Context: an optimization exercise on an open-source flow, tuned for small area, a short achievable clock period and few clock cycles per item. The choices shown serve that exercise and are no tape-out recipe. The RTL was checked by simulation tests, not by an equivalence proof against the original design.

===== design/flow/config.mk =====
export PLATFORM = sky130hd
export DESIGN_NAME = bitmap_fit_allocator
export DESIGN_NICKNAME = bitmap_fit_allocator
export VERILOG_FILES = /design/flow/design.v
export SDC_FILE = /design/flow/constraint.sdc
export NUM_CORES = 4
export LEC_CHECK = 0
export CAP_MARGIN = 20
export CORE_MARGIN = 2
export CORE_UTILIZATION = 40
export SLEW_MARGIN = 20

===== design/flow/constraint.sdc =====
create_clock -name core_clock -period 15.0 [get_ports {clk}]
set_input_delay 3.0000 -clock core_clock [delete_from_list [all_inputs] [get_ports {clk}]]
set_output_delay 3.0000 -clock core_clock [all_outputs]
set_load 0.01 [all_outputs]

===== design/flow/design.v =====
package bfa_pkg;
  localparam int Clusters = 1024;
  localparam int IdxW     = $clog2(Clusters);
  localparam int CntW     = IdxW + 1;
  localparam int WordW    = 16;
  localparam int Words    = Clusters / WordW;
  localparam int WordAw   = $clog2(Words);
  localparam int BitAw    = $clog2(WordW);
  localparam logic [0:0] ACT_ALLOC   = 1'b0;
  localparam logic [0:0] ACT_RELEASE = 1'b1;
  localparam logic [1:0] ALG_FIRST = 2'd0;
  localparam logic [1:0] ALG_BEST  = 2'd1;
  localparam logic [1:0] ALG_WORST = 2'd2;
  localparam logic [1:0] ALG_NONE  = 2'd3;   
  localparam logic [1:0] ST_OK       = 2'd0;
  localparam logic [1:0] ST_NOSPACE  = 2'd1;
  localparam logic [1:0] ST_NOFIT    = 2'd2;
  localparam logic [1:0] ST_BADRANGE = 2'd3;
  typedef struct packed {
    logic [0:0]      action;
    logic [1:0]      algorithm;
    logic [CntW-1:0] cluster_count;
    logic [IdxW-1:0] start_index;
  } req_t;
  typedef struct packed {
    logic [1:0]      status;
    logic [IdxW-1:0] granted_start;
    logic [CntW-1:0] granted_count;
    logic [CntW-1:0] free_count;
  } rsp_t;
endpackage
module bfa_word_scan #(
  parameter int W  = 128,
  parameter int LW = 7
) (
  input  logic [W-1:0]  b,
  input  logic [10:0]   n,
  input  logic          best,
  input  logic          worst,
  output logic [LW:0]   p,
  output logic [LW:0]   t,
  output logic          bv,
  output logic [LW:0]   bl,
  output logic [LW-1:0] bs
);
  logic [LW:0][W-1:0][LW:0]   P, T, L;
  logic [LW:0][W-1:0][LW-1:0] S;
  logic [LW:0][W-1:0]         V;
  for (genvar i = 0; i < W; i++) begin : g_leaf
    assign P[0][i] = (LW+1)'(b[i]);
    assign T[0][i] = (LW+1)'(b[i]);
    assign V[0][i] = 1'b0;
    assign L[0][i] = '0;
    assign S[0][i] = '0;
  end
  for (genvar k = 0; k < LW; k++) begin : g_lvl
    localparam int SZ = 1 << k;
    for (genvar i = 0; i < (W >> (k + 1)); i++) begin : g_node
      logic [LW:0]   lp, lt, rp, rt, ml;
      logic          lf, rf, mv, lv, rv, take_m, take_r;
      logic [LW:0]   ll, rl, xl;
      logic [LW-1:0] ls, rs, ms, xs;
      logic          xv;
      assign lp = P[k][2*i];   assign lt = T[k][2*i];
      assign rp = P[k][2*i+1]; assign rt = T[k][2*i+1];
      assign lf = lp[k];       assign rf = rp[k];
      assign lv = V[k][2*i];   assign ll = L[k][2*i];   assign ls = S[k][2*i];
      assign rv = V[k][2*i+1]; assign rl = L[k][2*i+1];
      assign rs = S[k][2*i+1] + (LW)'(SZ);
      assign ml = lt + rp;
      assign ms = (LW)'(SZ) - (LW)'(lt);
      assign mv = !lf && !rf && (ml != '0) && ({{(10-LW){1'b0}}, ml} >= n);
      assign take_m = mv && (!lv || (best && ml < ll) || (worst && ml > ll));
      assign xv = lv || mv;
      assign xl = take_m ? ml : ll;
      assign xs = take_m ? ms : ls;
      assign take_r = rv && (!xv || (best && rl < xl) || (worst && rl > xl));
      assign P[k+1][i] = lf ? (LW+1)'(SZ) + rp : lp;
      assign T[k+1][i] = rf ? (LW+1)'(SZ) + lt : rt;
      assign V[k+1][i] = xv || rv;
      assign L[k+1][i] = take_r ? rl : xl;
      assign S[k+1][i] = take_r ? rs : xs;
    end
  end
  assign p  = P[LW][0];
  assign t  = T[LW][0];
  assign bv = V[LW][0];
  assign bl = L[LW][0];
  assign bs = S[LW][0];
endmodule
module bitmap_fit_allocator_unit (
  input  logic           clk,
  input  logic           rst,
  input  logic           req_valid,
  output logic           req_ready,
  input  bfa_pkg::req_t  req,
  output logic           rsp_valid,
  input  logic           rsp_ready,
  output bfa_pkg::rsp_t  rsp
);
  localparam int IdxW  = bfa_pkg::IdxW;    
  localparam int CntW  = bfa_pkg::CntW;    
  localparam int LW    = 7;
  localparam int W     = 1 << LW;          
  localparam int NW    = 1024 / W;         
  localparam int AW    = IdxW - LW;        
  logic [W-1:0] fmap [NW];
  logic [W-1:0] rd;
  logic [AW-1:0] wp;         
  logic          wr_en;
  logic [W-1:0]  wr_word;
  always_ff @(posedge clk) begin
    for (int i = 0; i < NW; i++) begin
      if (rst) fmap[i] <= '1;
      else if (wr_en && wp == AW'(i)) fmap[i] <= wr_word;
    end
  end
  assign rd = fmap[wp];
  logic          cur_v, nxt_v;
  bfa_pkg::req_t cur, nxt;
  logic          marking;    
  logic [IdxW-1:0] lo;       
  logic [CntW-1:0] cl;       
  logic [IdxW-1:0] cs;       
  logic            hv;       
  logic [CntW-1:0] hl;
  logic [IdxW-1:0] hs;
  logic [CntW-1:0] free_total;
  logic [1:0]      r_status;
  logic [IdxW-1:0] r_start;
  logic [CntW-1:0] r_count;
  logic            r_valid;
  logic alloc, best, worst, first, bad, stall;
  assign alloc = (cur.action == bfa_pkg::ACT_ALLOC);
  assign best  = (cur.algorithm == bfa_pkg::ALG_BEST);
  assign worst = (cur.algorithm == bfa_pkg::ALG_WORST);
  assign first = (cur.algorithm == bfa_pkg::ALG_FIRST);
  assign bad   = (cur.cluster_count == '0) ||
                 (alloc ? (cur.algorithm == bfa_pkg::ALG_NONE)
                        : ((CntW+1)'(cur.start_index) + (CntW+1)'(cur.cluster_count)
                           > (CntW+1)'(1024)));
  assign stall = r_valid && !rsp_ready;
  logic [IdxW-1:0] me;
  logic [W-1:0]    lo_mask, hi_mask, mk_mask;
  assign me = lo + cur.cluster_count[IdxW-1:0] - 1'b1;
  always_comb begin
    for (int i = 0; i < W; i++) begin
      lo_mask[i] = (wp != lo[IdxW-1:LW]) || (LW'(i) >= lo[LW-1:0]);
      hi_mask[i] = (wp != me[IdxW-1:LW]) || (LW'(i) <= me[LW-1:0]);
    end
  end
  assign mk_mask = lo_mask & hi_mask;
  logic [LW:0]   wpre, wsuf, wbl;
  logic          wbv;
  logic [LW-1:0] wbs;
  bfa_word_scan #(.W(W), .LW(LW)) u_scan (
    .b(rd & lo_mask), .n(cur.cluster_count), .best(best), .worst(worst),
    .p(wpre), .t(wsuf), .bv(wbv), .bl(wbl), .bs(wbs)
  );
  logic            last_w, wfull;
  logic [IdxW-1:0] base;
  logic [CntW-1:0] c_len, f_len;
  logic [IdxW-1:0] c_start, f_start, i_start;
  logic            c_v, i_v, f_v;
  assign last_w  = (wp == AW'(NW - 1));
  assign wfull   = wpre[LW];
  assign base    = {wp, {LW{1'b0}}};
  assign c_len   = cl + CntW'(wpre);
  assign c_start = (cl == '0) ? base : cs;
  assign i_start = base | IdxW'(wbs);
  assign f_len   = CntW'(wsuf);
  assign f_start = base + IdxW'(W) - IdxW'(wsuf);
  assign c_v = (c_len >= cur.cluster_count) && (first || !wfull || last_w);
  assign i_v = wbv;
  assign f_v = (CntW'(wsuf) >= cur.cluster_count) && !wfull && (first || last_w);
  function automatic logic better(input logic v, input logic [CntW-1:0] l,
                                  input logic ov, input logic [CntW-1:0] ol);
    better = v && (!ov || (best && l < ol) || (worst && l > ol));
  endfunction
  logic            a_v, b_v, n_v;
  logic [CntW-1:0] a_l, b_l, n_l;
  logic [IdxW-1:0] a_s, b_s, n_s;
  always_comb begin
    a_v = hv;  a_l = hl;  a_s = hs;
    if (better(c_v, c_len, hv, hl)) begin a_v = 1'b1; a_l = c_len; a_s = c_start; end
    b_v = i_v; b_l = CntW'(wbl); b_s = i_start;
    if (better(f_v, f_len, i_v, CntW'(wbl))) begin b_v = 1'b1; b_l = f_len; b_s = f_start; end
    n_v = a_v; n_l = a_l; n_s = a_s;
    if (better(b_v, b_l, a_v, a_l)) begin n_v = 1'b1; n_l = b_l; n_s = b_s; end
  end
  logic scan_end;
  assign scan_end = last_w || (first && n_v);
  logic [W-1:0] set_bits;
  logic [LW:0]  rel_cnt;
  assign set_bits = ~rd & mk_mask;
  always_comb begin
    rel_cnt = '0;
    for (int i = 0; i < W; i++) rel_cnt = rel_cnt + (LW+1)'(set_bits[i]);
  end
  assign wr_word = alloc ? (rd & ~mk_mask) : (rd | mk_mask);
  logic mark_end;
  assign mark_end = (wp == me[IdxW-1:LW]);
  logic done;        
  always_comb begin
    done = 1'b0;
    if (cur_v && !stall) begin
      if (bad) done = 1'b1;
      else if (!marking) done = scan_end && !n_v;
      else done = mark_end;
    end
  end
  assign wr_en = cur_v && marking && !bad && !stall;
  assign req_ready = !nxt_v;
  logic take;
  assign take = req_valid && req_ready;
  bfa_pkg::req_t src;
  assign src = nxt_v ? nxt : req;
  logic load;
  assign load = (!cur_v || done) && (nxt_v || take);
  always_ff @(posedge clk) begin
    if (rst) begin
      cur_v      <= 1'b0;
      nxt_v      <= 1'b0;
      r_valid    <= 1'b0;
      free_total <= CntW'(1024);
    end else begin
      if (take && !((!cur_v || done) && !nxt_v)) begin
        nxt   <= req;
        nxt_v <= 1'b1;
      end else if (nxt_v && (!cur_v || done)) begin
        nxt_v <= 1'b0;
      end
      if (r_valid && rsp_ready) r_valid <= 1'b0;
      if (done) begin
        r_valid <= 1'b1;
        if (bad) begin
          r_status <= alloc ? bfa_pkg::ST_NOFIT : bfa_pkg::ST_BADRANGE;
          r_start  <= '0;
          r_count  <= '0;
        end else if (!marking) begin
          r_status <= (free_total < cur.cluster_count) ? bfa_pkg::ST_NOSPACE
                                                        : bfa_pkg::ST_NOFIT;
          r_start  <= '0;
          r_count  <= '0;
        end else begin
          r_status <= bfa_pkg::ST_OK;
          r_start  <= lo;
          r_count  <= cur.cluster_count;
        end
      end
      if (wr_en) begin
        if (!alloc) free_total <= free_total + CntW'(rel_cnt);
        else if (mark_end) free_total <= free_total - cur.cluster_count;
      end
      if (load) begin
        cur     <= src;
        cur_v   <= 1'b1;
        marking <= (src.action == bfa_pkg::ACT_RELEASE);
        lo      <= src.start_index;
        wp      <= src.start_index[IdxW-1:LW];
        cl      <= '0;
        cs      <= '0;
        hv      <= 1'b0;
        hl      <= '0;
        hs      <= '0;
      end else if (done) begin
        cur_v <= 1'b0;
      end else if (cur_v && !stall) begin
        if (!marking) begin
          hv <= n_v; hl <= n_l; hs <= n_s;
          if (wfull) begin
            cl <= c_len;
            cs <= c_start;
          end else begin
            cl <= f_len;
            cs <= f_start;
          end
          if (scan_end) begin
            marking <= 1'b1;
            lo      <= n_s;
            wp      <= n_s[IdxW-1:LW];
          end else begin
            wp <= wp + 1'b1;
          end
        end else begin
          wp <= wp + 1'b1;
        end
      end
    end
  end
  assign rsp.status        = r_status;
  assign rsp.granted_start = r_start;
  assign rsp.granted_count = r_count;
  assign rsp.free_count    = free_total;
  assign rsp_valid         = r_valid;
endmodule
module bitmap_fit_allocator (
  input  logic        clk,
  input  logic        rst,
  input  logic        req_valid,
  output logic        req_ready,
  input  logic        req_action,
  input  logic [1:0]  req_algorithm,
  input  logic [10:0] req_count,
  input  logic [9:0]  req_start,
  output logic        rsp_valid,
  input  logic        rsp_ready,
  output logic [1:0]  rsp_status,
  output logic [9:0]  rsp_start,
  output logic [10:0] rsp_count,
  output logic [10:0] rsp_free
);
  bfa_pkg::req_t req;
  bfa_pkg::rsp_t rsp;
  assign req.action        = req_action;
  assign req.algorithm     = req_algorithm;
  assign req.cluster_count = req_count;
  assign req.start_index   = req_start;
  assign rsp_status = rsp.status;
  assign rsp_start  = rsp.granted_start;
  assign rsp_count  = rsp.granted_count;
  assign rsp_free   = rsp.free_count;
  bitmap_fit_allocator_unit u_unit (
    .clk       (clk),
    .rst       (rst),
    .req_valid (req_valid),
    .req_ready (req_ready),
    .req       (req),
    .rsp_valid (rsp_valid),
    .rsp_ready (rsp_ready),
    .rsp       (rsp)
  );
endmodule

===== design/flow/run.sh =====
#!/bin/bash
# synth_recipe.tcl (not shown) runs the flow's synth.tcl, then flattens the netlist and writes it again
# the make line also repeats each setting of config.mk as NAME=value (left out here)
make -C /OpenROAD-flow-scripts/flow DESIGN_CONFIG=/design/flow/config.mk WORK_HOME=/design/flow/orfs CLKGATE_MAP_FILE= SYNTH_SCRIPT=/design/flow/synth_recipe.tcl finish

==> results.txt <==
metal layers:
layer / vias up / global-route usage
met2: 3797 / 0.500
met5: - / 0
li1: 51799 / -
met3: 941 / 0.0437
met4: 12 / 0.159
met1: 51643 / 0.413
area by class of cell:
class	count	area share
clock inverters	51	0.00537
well taps	3552	0.0316
clock buffers	173	0.0247
inverters	1035	0.0278
repair buffers	3193	0.179
multi-input cells	10107	0.556
diodes	11	0.000196
flip-flops and latches	1166	0.175
cells in the final DEF, fill, tap and decap left out, types with 48 or more instances in the layout:
master	instances
a222oi_1	128
mux2i_1	341
nor2b_1	175
and2_1	105
clkdlybuf4s50_1	62
a211oi_1	97
nor3_1	117
nand2_1	863
a21o_1	162
fa_1	181
nand3_1	146
edfxtp_1	128
mux2_2	417
ha_1	1560
o21a_1	98
a21oi_1	720
dfxtp_1	1038
a41oi_1	77
nand4_1	91
o21ai_1	69
nand2b_1	254
nor2_1	1717
o211ai_1	57
nor4b_1	49
a211o_1	1037
buf_4	3023
o21ai_0	464
clkbuf_16	122
xnor2_1	115
inv_1	1013
and3_1	48
a31oi_1	106
or3_1	53
worst min-delay path by stage:
stage | start | to | slack, ps | cells past startpoint
2_1_floorplan | u_unit.fmap[5][106]$_SDFFE_PP1P_ | u_unit.fmap[5][106]$_SDFFE_PP1P_ | 430 | 1
3_3_place_gp | u_unit.fmap[0][42]$_SDFFE_PP1P_ | u_unit.fmap[0][42]$_SDFFE_PP1P_ | 440 | 1
3_5_place_dp | u_unit.fmap[5][66]$_SDFFE_PP1P_ | u_unit.fmap[5][66]$_SDFFE_PP1P_ | 440 | 1
4_1_cts | u_unit.fmap[0][31]$_SDFFE_PP1P_ | u_unit.fmap[0][31]$_SDFFE_PP1P_ | 460 | 1
5_1_grt | u_unit.fmap[0][13]$_SDFFE_PP1P_ | u_unit.fmap[0][13]$_SDFFE_PP1P_ | 470 | 1
6_report | u_unit.fmap[0][68]$_SDFFE_PP1P_ | u_unit.fmap[0][68]$_SDFFE_PP1P_ | 460 | 1
timing repair:
action | in CTS | in global routing
buffers inserted | 104 | 42
setup endpoints to repair | 34 | 38
pin swaps | 56 | 106
gates cloned | 5 | 2
gates resized for setup | 162 | 199
per-stage QoR:
stage	TNS, ps
final	-384100
after floorplan	-392790
after global routing	-427280
after global placement	-391190
after detailed placement	-401760
after CTS	-370810
state kept, by name, summed over array words and instances, names as in the netlist:
signal,cells
u_unit.r_count,11
u_unit.r_status,2
u_unit.nxt_v,1
u_unit.hl,11
u_unit.hs,10
u_unit.r_valid,1
u_unit.fmap,1024
u_unit.cur_v,1
u_unit.free_total,11
u_unit.wp,3
u_unit.lo,10
u_unit.r_start,10
u_unit.cur,24
u_unit.nxt,24
u_unit.hv,1
u_unit.marking,1
u_unit.cs,10
u_unit.cl,11
critical path: cells and delay by family (launching register included):
| family | cells | cell delay (ps) |
|---|---|---|
| buffers and inverters | 61 | 7590 |
| DFF | 1 | 460 |
| muxes | 4 | 1230 |
| AOI/OAI and AO/OA | 57 | 9490 |
| and+or+nand+nor | 36 | 4530 |
| adders and majority gates | 12 | 3030 |
cell families (layout without fill, tap and decap cells):
kind of cell	after synthesis	after routing	synth area share
other	0	11	0
XOR/XNOR	165	165	0.0135
multiplexers	791	791	0.0788
flip-flops	1166	1166	0.229
adder cells (fa/ha/maj)	1784	1784	0.221
AND/OR/NAND/NOR	3880	3881	0.165
buffers and inverters	1740	4452	0.0617
AO/OA/AOI/OAI	3486	3486	0.231
==> results.sh <==
export IMPL_root_buffer="clkbuf_16"
export IMPL_fmax_mhz=37.7
export IMPL_final_area_um2=140000
export IMPL_multi_input_area_um2=78100
export IMPL_hold_slack_ps=457
export IMPL_hp_class="reg2reg"
export IMPL_dr_wl_met3_um=30300
export IMPL_wl_met2_um=195000
export IMPL_worstPathMaxFanout=8
export IMPL_cts_hold_buf=0
export IMPL_crit_top_cell="buf_4"
export IMPL_grtUsageTotal=0.314
export IMPL_io_pins=64
export IMPL_synth_edff_count=128
export IMPL_drtIter0Drc=10305
export IMPL_area_growth_pct=30.9
export IMPL_final_min_clock_period_ps=26500
export IMPL_synth_top_cell_area_share=0.194
export IMPL_grt_overflow=0
export IMPL_highest_layer="met5"
export IMPL_max_cap_violations=0
export IMPL_port_buffer_count=63
export IMPL_post_dp_hpwl_um=337000
export IMPL_wire_per_inst_um=23.0
export IMPL_relSlewSlack=0.164
export IMPL_grt_pass1_vias=102568
export IMPL_core_um2=267000
export IMPL_drt_wl_total_um=443000
export IMPL_ant_nets=0
export IMPL_reg2reg_from="u_unit.wp[1]$_DFFE_PP_"
export IMPL_syn_area_um2=107000
export IMPL_synth_net_count=14823
export IMPL_ctsLongestPathBuffers=3
export IMPL_post_route_period_util=1.77
export IMPL_place_ws_ps=-12020
export IMPL_critPathLaunchType="flip-flop"
export IMPL_end_kind="flip-flop"
export IMPL_grt_max_degree=243
export IMPL_fin_cells=19288
export IMPL_synthCells=13012
export IMPL_rsz0062_at_grt="true"
export IMPL_dr_pass1_iters=7
export IMPL_cts_buffers=121
export IMPL_grt_pass1_wl_um=652000
export IMPL_syn_mean_instance_area_um2=8.25
export IMPL_seq_area_um2=24600
export IMPL_arrival_ps=27090
export IMPL_run_status="finished with violations"
export IMPL_start_util=0.401
export IMPL_routed_via_density=5.61
export IMPL_synth_most_common_cell="nor2_1"
export IMPL_tightestPinTransition_ps=1240
export IMPL_cp_endpoint="u_unit.wp[2]$_DFFE_PP_"
export IMPL_cts_sinks=1166
export IMPL_fin_nets=17435
export IMPL_setup_violations=34
export IMPL_cp_slowest_cell="edfxtp_1"
export IMPL_ys_types=105
export IMPL_rr_worst_depth=170
export IMPL_post_route_util=0.525
export IMPL_gp_congestion=1.07
export IMPL_placementRows=190
export IMPL_max_stage_delay_ps=460
export IMPL_place_area_um2=133000
export IMPL_crit_type="reg2reg"
export IMPL_drc=0
export IMPL_drive_gt1_frac=0.264
export IMPL_ctsHtreeMaxLevel=3
export IMPL_wl_met1_um=191000
export IMPL_seq_area_frac_synth=0.229
export IMPL_violatedChecks="negative setup slack"
export IMPL_synth_common_cells="nor2_1, ha_1, dfxtp_1"
export IMPL_slew_violations=0
export IMPL_rrSetupSlack_ps=-11500
export IMPL_die_w_um=522
export IMPL_place_inst=18904
export IMPL_async_reset_ff_frac=0
export IMPL_synthTopCellsByArea="dfxtp_1, ha_1, a211o_1, nor2_1, mux2_2"
export IMPL_yosys_warnings=2
export IMPL_critPathLaunch="u_unit.wp[1]$_DFFE_PP_"
export IMPL_dieArea_um2=272000
export IMPL_cp_required_ps=15590
export IMPL_num_vias=108192
export IMPL_synth_area_leader_cell="dfxtp_1"
export IMPL_nFillCells=25388
export IMPL_finalHoldViolations=0
export IMPL_worst_slack_ps=-11500
export IMPL_clock_skew_ps=92.7
export IMPL_fp_dieH_um=522
export IMPL_synth_seq_cells=1166
export IMPL_reg2reg_to="u_unit.wp[2]$_DFFE_PP_"
export IMPL_cts_clk_slew_worst_paths_ps=60
export IMPL_synth_top_flop_cell="dfxtp_1"
export IMPL_antenna_found_initial=19
export IMPL_clk_latency_ps=850
export IMPL_cts_tree="yes"
Testbench counts, summed over its fixed seeds: cycles 13,807, items 3,200.

re-timing with driven ports:
Ports are ideal in the flow. The routed layout listed here was re-timed in OpenROAD. Step 1 (the two cells are an assumption about what drives the block):
set clk [get_ports {clk}]
set_driving_cell -lib_cell sky130_fd_sc_hd__clkbuf_16 $clk
set_driving_cell -lib_cell sky130_fd_sc_hd__buf_2 [delete_from_list [all_inputs] $clk]
Step 2 times the ports against the registers' clock, not the clock port: input delays grow and output delays shrink by t, the midpoint of the rising clock arrivals with the driver on. a / b / c = ideal / step 1 / step 2; a / b = the first two.
shift t [ns]: 0.891
setup WS [ns]: -11.503 / -11.503 / -11.503
worst register clock-pin slew, ns: 0.07 / 0.07
The setup slack of this run moves by 0.000 ns with the drivers and by 0.000 ns with both steps.
